Context: an optimization exercise on an open-source flow, tuned for small area and few clock cycles. The choices shown serve that exercise and are no tape-out recipe.
Power and IR drop assume default switching activity.

== job 5745 ==
==> flow/design.v <==
package wmh_pkg;
    localparam int DEF_WINDOW_MAX  = 32;
    localparam int DEF_COUNT_WIDTH = 16;
    localparam int BYTE_W      = 8;
    localparam int LEN_W       = 6;
    localparam int OUT_W       = 32;
    localparam int CFG_IDX_W   = 3;
    localparam int CFG_DATA_W  = 64;
    localparam int GUIDE_WORDS = 4;
    localparam int WORD_CHARS  = CFG_DATA_W / BYTE_W;
    localparam int GUIDE_CHARS = GUIDE_WORDS * WORD_CHARS;
    localparam int GIDX_W      = $clog2(GUIDE_CHARS);
    localparam int BINS        = 6;
    localparam int ACC_W       = 3;
    localparam logic [CFG_IDX_W-1:0] CFG_WIN_LEN   = CFG_IDX_W'(0);
endpackage
import wmh_pkg::*;
module wmh_match #(
    parameter int WINDOW_MAX = DEF_WINDOW_MAX
) (
    input  logic                              i_clk,
    input  logic                              i_en,
    input  logic [BYTE_W-1:0]                 i_base,
    input  logic [GUIDE_CHARS-1:0][BYTE_W-1:0] i_guide,
    input  logic [GIDX_W-1:0]                 i_last_idx,   
    output logic [ACC_W-1:0]                  o_mm_cnt
);
    logic [WINDOW_MAX-1:0]            mm;
    logic [WINDOW_MAX-1:0][ACC_W-1:0] n_acc;    
    logic [WINDOW_MAX-2:0][ACC_W-1:0] r_acc;
    always_comb begin
        logic inc;
        for (int k = 0; k < WINDOW_MAX; k++) mm[k] = (i_base != i_guide[k]);
        n_acc[0] = ACC_W'(mm[0]);
        for (int k = 1; k < WINDOW_MAX; k++) begin
            inc      = mm[k] & ~(&r_acc[k-1]);
            n_acc[k] = {r_acc[k-1][2] | (inc & r_acc[k-1][1] & r_acc[k-1][0]),
                        r_acc[k-1][1] ^ (inc & r_acc[k-1][0]),
                        r_acc[k-1][0] ^ inc};
        end
    end
    always_ff @(posedge i_clk) begin
        if (i_en) begin
            r_acc[0] <= {2'b00, n_acc[0][0]};
            r_acc[1] <= {1'b0, n_acc[1][1:0]};
            r_acc[2] <= {1'b0, n_acc[2][1:0]};
            for (int k = 3; k < WINDOW_MAX - 1; k++) r_acc[k] <= n_acc[k];
        end
    end
    assign o_mm_cnt = n_acc[i_last_idx];
endmodule
import wmh_pkg::*;
module wmh_hist #(
    parameter int COUNT_WIDTH = DEF_COUNT_WIDTH,
    parameter int GROUP_W     = 4      
) (
    input  logic                             i_clk,
    input  logic                             i_clear,   
    input  logic [BINS-1:0]                  i_hit,     
    output logic [BINS-1:0][COUNT_WIDTH-1:0] o_cnt
);
    localparam int NGROUPS = COUNT_WIDTH / GROUP_W;
    logic [BINS-1:0][COUNT_WIDTH-1:0] r_cnt;
    logic [BINS-1:0][COUNT_WIDTH-1:0] carry;
    logic [BINS-1:0][NGROUPS:0]       ones;     
    logic [BINS-1:0]                  inc;
    logic [BINS-1:0][COUNT_WIDTH-1:0] n_cnt;
    always_comb begin
        for (int k = 0; k < BINS; k++) begin
            ones[k][0] = 1'b1;
            for (int g = 0; g < NGROUPS; g++)
                ones[k][g+1] = ones[k][g] & (&r_cnt[k][g*GROUP_W +: GROUP_W]);
            inc[k] = i_hit[k] & ~ones[k][NGROUPS];
            for (int i = 0; i < COUNT_WIDTH; i++) begin
                if (i % GROUP_W == 0) carry[k][i] = inc[k] & ones[k][i / GROUP_W];
                else                  carry[k][i] = carry[k][i-1] & r_cnt[k][i-1];
                n_cnt[k][i] = r_cnt[k][i] ^ carry[k][i];
            end
        end
    end
    always_ff @(posedge i_clk) begin
        for (int k = 0; k < BINS; k++) begin
            if (i_clear) r_cnt[k] <= COUNT_WIDTH'(i_hit[k]);
            else         r_cnt[k] <= n_cnt[k];
        end
    end
    assign o_cnt = r_cnt;
endmodule
import wmh_pkg::*;
module window_mismatch_histogram #(
    parameter int WINDOW_MAX  = DEF_WINDOW_MAX,
    parameter int COUNT_WIDTH = DEF_COUNT_WIDTH
) (
    input  logic                  i_clk,
    input  logic                  i_rst_n,
    input  logic                  i_cfg_valid,
    output logic                  o_cfg_ready,
    input  logic [CFG_IDX_W-1:0]  i_cfg_index,
    input  logic [CFG_DATA_W-1:0] i_cfg_data,
    input  logic                  i_in_valid,
    output logic                  o_in_ready,
    input  logic [BYTE_W-1:0]     i_in_base,
    input  logic                  i_in_last,
    output logic                  o_out_valid,
    input  logic                  i_out_ready,
    output logic [OUT_W-1:0]      o_out_exact_hits,
    output logic [OUT_W-1:0]      o_out_one_mismatch_hits,
    output logic [OUT_W-1:0]      o_out_two_mismatch_hits,
    output logic [OUT_W-1:0]      o_out_three_mismatch_hits,
    output logic [OUT_W-1:0]      o_out_four_mismatch_hits,
    output logic [OUT_W-1:0]      o_out_five_mismatch_hits
);
    logic [GIDX_W-1:0]                  r_last_idx;
    logic [GUIDE_CHARS-1:0][BYTE_W-1:0] r_guide_n;    
    logic [GUIDE_CHARS-1:0][BYTE_W-1:0] guide;
    logic [LEN_W-1:0]                   cfg_len;
    logic [CFG_DATA_W-1:0]              guide_d;
    logic [GIDX_W-1:0] r_fill;
    logic                 r_out_valid;
    logic                 accept, take, win_en;
    logic [ACC_W-1:0]     mm_cnt;
    logic [BINS-1:0]      hit;
    logic [BINS-1:0][COUNT_WIDTH-1:0] cnt;
    assign o_cfg_ready = 1'b1;
    assign cfg_len     = i_cfg_data[LEN_W-1:0];
    assign guide_d     = ~(i_cfg_data & {CFG_DATA_W{i_rst_n}});
    assign guide       = ~r_guide_n;
    always_ff @(posedge i_clk) begin
        if (!i_rst_n) begin
            r_last_idx <= GIDX_W'(WINDOW_MAX - 1);
        end else if (i_cfg_valid && i_cfg_index == CFG_WIN_LEN) begin
            if (cfg_len == '0)       r_last_idx <= '0;
            else if (cfg_len[LEN_W-1]) r_last_idx <= GIDX_W'(WINDOW_MAX - 1);
            else                     r_last_idx <= GIDX_W'(cfg_len - LEN_W'(1));
        end
    end
    always_ff @(posedge i_clk) begin
        for (int w = 0; w < GUIDE_WORDS; w++) begin
            if (!i_rst_n || (i_cfg_valid && i_cfg_index == CFG_IDX_W'(w + 1))) begin
                for (int c = 0; c < WORD_CHARS; c++)
                    r_guide_n[w*WORD_CHARS + c] <= guide_d[c*BYTE_W +: BYTE_W];
            end
        end
    end
    assign take       = r_out_valid && i_out_ready;
    assign o_in_ready = !r_out_valid || i_out_ready;
    assign accept     = i_in_valid && o_in_ready && i_rst_n;
    always_ff @(posedge i_clk) begin
        if (!i_rst_n) begin
            r_fill <= '0;
        end else if (accept) begin
            r_fill <= i_in_last ? '0 : (&r_fill) ? r_fill : r_fill + GIDX_W'(1);
        end
    end
    assign win_en = (r_fill >= r_last_idx);
    wmh_match #(
        .WINDOW_MAX (WINDOW_MAX)
    ) u_match (
        .i_clk      (i_clk),
        .i_en       (accept),
        .i_base     (i_in_base),
        .i_guide    (guide),
        .i_last_idx (r_last_idx),
        .o_mm_cnt   (mm_cnt)
    );
    always_comb begin
        for (int k = 0; k < BINS; k++)
            hit[k] = accept && win_en && (mm_cnt == ACC_W'(k));
    end
    wmh_hist #(
        .COUNT_WIDTH (COUNT_WIDTH)
    ) u_hist (
        .i_clk   (i_clk),
        .i_clear (take || !i_rst_n),
        .i_hit   (hit),
        .o_cnt   (cnt)
    );
    always_ff @(posedge i_clk) begin
        if (!i_rst_n) begin
            r_out_valid <= 1'b0;
        end else if (accept && i_in_last) begin
            r_out_valid <= 1'b1;
        end else if (i_out_ready) begin
            r_out_valid <= 1'b0;
        end
    end
    assign o_out_valid               = r_out_valid;
    assign o_out_exact_hits          = OUT_W'(cnt[0]);
    assign o_out_one_mismatch_hits   = OUT_W'(cnt[1]);
    assign o_out_two_mismatch_hits   = OUT_W'(cnt[2]);
    assign o_out_three_mismatch_hits = OUT_W'(cnt[3]);
    assign o_out_four_mismatch_hits  = OUT_W'(cnt[4]);
    assign o_out_five_mismatch_hits  = OUT_W'(cnt[5]);
endmodule
export LEC_CHECK = 0
export CAP_MARGIN = 5
export CORE_MARGIN = 2
export CORE_UTILIZATION = 60
export CTS_BUF_LIST = sky130_fd_sc_hd__clkbuf_8
export CTS_CLUSTER_DIAMETER = 50
export CTS_CLUSTER_SIZE = 30
export SLEW_MARGIN = 5
export BUFFER_PORTS_ARGS = -buffer_cell sky130_fd_sc_hd__buf_1
create_clock -name core_clock -period 7.0 [get_ports {i_clk}]
standard.sh (not shown) runs the stock make flow with config.mk's settings and CLKGATE_MAP_FILE= SYNTH_SCRIPT=/design/flow/synth_recipe.tcl, a recipe that flattens the netlist after the stock synthesis.
==> flow/flow/run.sh <==
#!/bin/bash
# Standard layout, except that the port buffers are the smallest buffer
# (buf_1) instead of the one buffer_ports picks by default.
cp standard.sh standard_sh.log
echo 'export BUFFER_PORTS_ARGS = -buffer_cell sky130_fd_sc_hd__buf_1' >> config.mk
bash standard.sh > standard.log 2>&1
[inputs] job 2629 vs job 5745
- a change of CAP_MARGIN from 5 to 20
- a deleted CTS_CLUSTER_DIAMETER that had been 50
- a change of SLEW_MARGIN from 5 to 20
- a change of CTS_BUF_LIST from sky130_fd_sc_hd__clkbuf_8 to sky130_fd_sc_hd__clkbuf_4 sky130_fd_sc_hd__clkbuf_8
- a deleted BUFFER_PORTS_ARGS that had been -buffer_cell sky130_fd_sc_hd__buf_1
- a change of CORE_UTILIZATION from 60 to 40
- a deleted CTS_CLUSTER_SIZE that had been 30
==> flow/run.sh (new file) <==
#!/bin/bash
# synth_recipe.tcl (not shown) runs the flow's synth.tcl, then flattens the netlist and writes it again
# the make line also repeats each setting of config.mk as NAME=value (left out here)
make -C /OpenROAD-flow-scripts/flow DESIGN_CONFIG=/design/flow/config.mk WORK_HOME=/design/flow/orfs CLKGATE_MAP_FILE= SYNTH_SCRIPT=/design/flow/synth_recipe.tcl finish
removed: flow/flow/run.sh
removed: flow/standard.sh
Clock network contribution to total cell area: job 2629 > job 5745
Endpoint arrival time on the critical path: job 2629 lower than job 5745
Route | job 2629 vs job 5745 | wire longer in job 2629
Setup changes, job 2629 to job 6900
- putting BUFFER_PORTS_ARGS at -buffer_cell sky130_fd_sc_hd__buf_1 where nothing was set
- swapping 40 for 60 in CORE_UTILIZATION
- putting CTS_CLUSTER_SIZE at 30 where nothing was set
- putting CTS_CLUSTER_DIAMETER at 50 where nothing was set
- swapping sky130_fd_sc_hd__clkbuf_4 sky130_fd_sc_hd__clkbuf_8 for sky130_fd_sc_hd__clkbuf_8 in CTS_BUF_LIST
==> flow/flow/run.sh (new file) <==
#!/bin/bash
# Standard layout, except that the port buffers are the smallest buffer
# (buf_1) instead of the one buffer_ports picks by default.
cp standard.sh standard_sh.log
echo 'export BUFFER_PORTS_ARGS = -buffer_cell sky130_fd_sc_hd__buf_1' >> config.mk
bash standard.sh > standard.log 2>&1
==> flow/standard.sh (new file) <==
#!/bin/bash
# synth_recipe.tcl (not shown) runs the flow's synth.tcl, then flattens the netlist and writes it again
# the make line also repeats each setting of config.mk as NAME=value (left out here)
make -C /OpenROAD-flow-scripts/flow DESIGN_CONFIG=/design/flow/config.mk WORK_HOME=/design/flow/orfs CLKGATE_MAP_FILE= SYNTH_SCRIPT=/design/flow/synth_recipe.tcl "${@:-finish}"
removed: flow/run.sh
--- outcome ---
Of the two candidates, job 2629 has the better minimum setup slack in the final design and job 6900 the worse one. When job 6900 is measured against job 2629, its tightest hold margin turns out 0.0048 ns higher. Comparing wire length of the first global-routing pass for job 2629 and job 6900, the smaller number came from job 6900. Maximum fanout count along the critical path (job 6900 over job 2629): decrease, 4. When the final numbers for job 2629 and job 6900 were put side by side, the total stage count of the critical path turned out to be greater in job 2629. Taking job 2629 as the reference, in job 6900 total number of vias now sits lower; relative contribution of sequential cells to total power now sits higher; net switching fraction of the power now sits higher. Post-layout utilization of the core: job 6900 vs job 2629 up 18 points. Job 6900 vs job 2629 on internal power contribution: job 6900 is the lower one. Measured against job 2629, the number of clock buffer instances in the layout of job 6900 comes out at 0.40 times the reference value.
Function was not checked in any run of this note: the RTL went through the layout flow alone.

[afterwards: timing with drivers on the ports]
No port has a modelled driver above. Below, the same layouts with a new extraction and two added sets of constraints. Step 1: set_driving_cell puts a clkbuf_16 on i_clk and a buf_2 on each other input, an assumption about the parent block. Step 2 adds t to the input delays and takes it off the output delays; t is the mean of the earliest and latest rising clock arrival at the registers after step 1. Input paths then give back, and output paths get back, about the clock's delay inside the block. a / b / c = no drivers / after step 1 / after step 2; a / b = the first two.
run	shift t [ns]	slack for setup (ns)	clock arrival spread, ns
job 5745	0.669	1.182 / 1.211 / 0.542	0.028 / 0.028
job 2629	0.716	1.291 / 1.314 / 0.599	0.043 / 0.043
job 6900	0.669	1.182 / 1.211 / 0.542	0.028 / 0.028
After both steps setup and hold are still met in every run listed. The setup slack of job 2629, which loses most, moves by +0.023 ns with the drivers and by -0.692 ns with both steps.
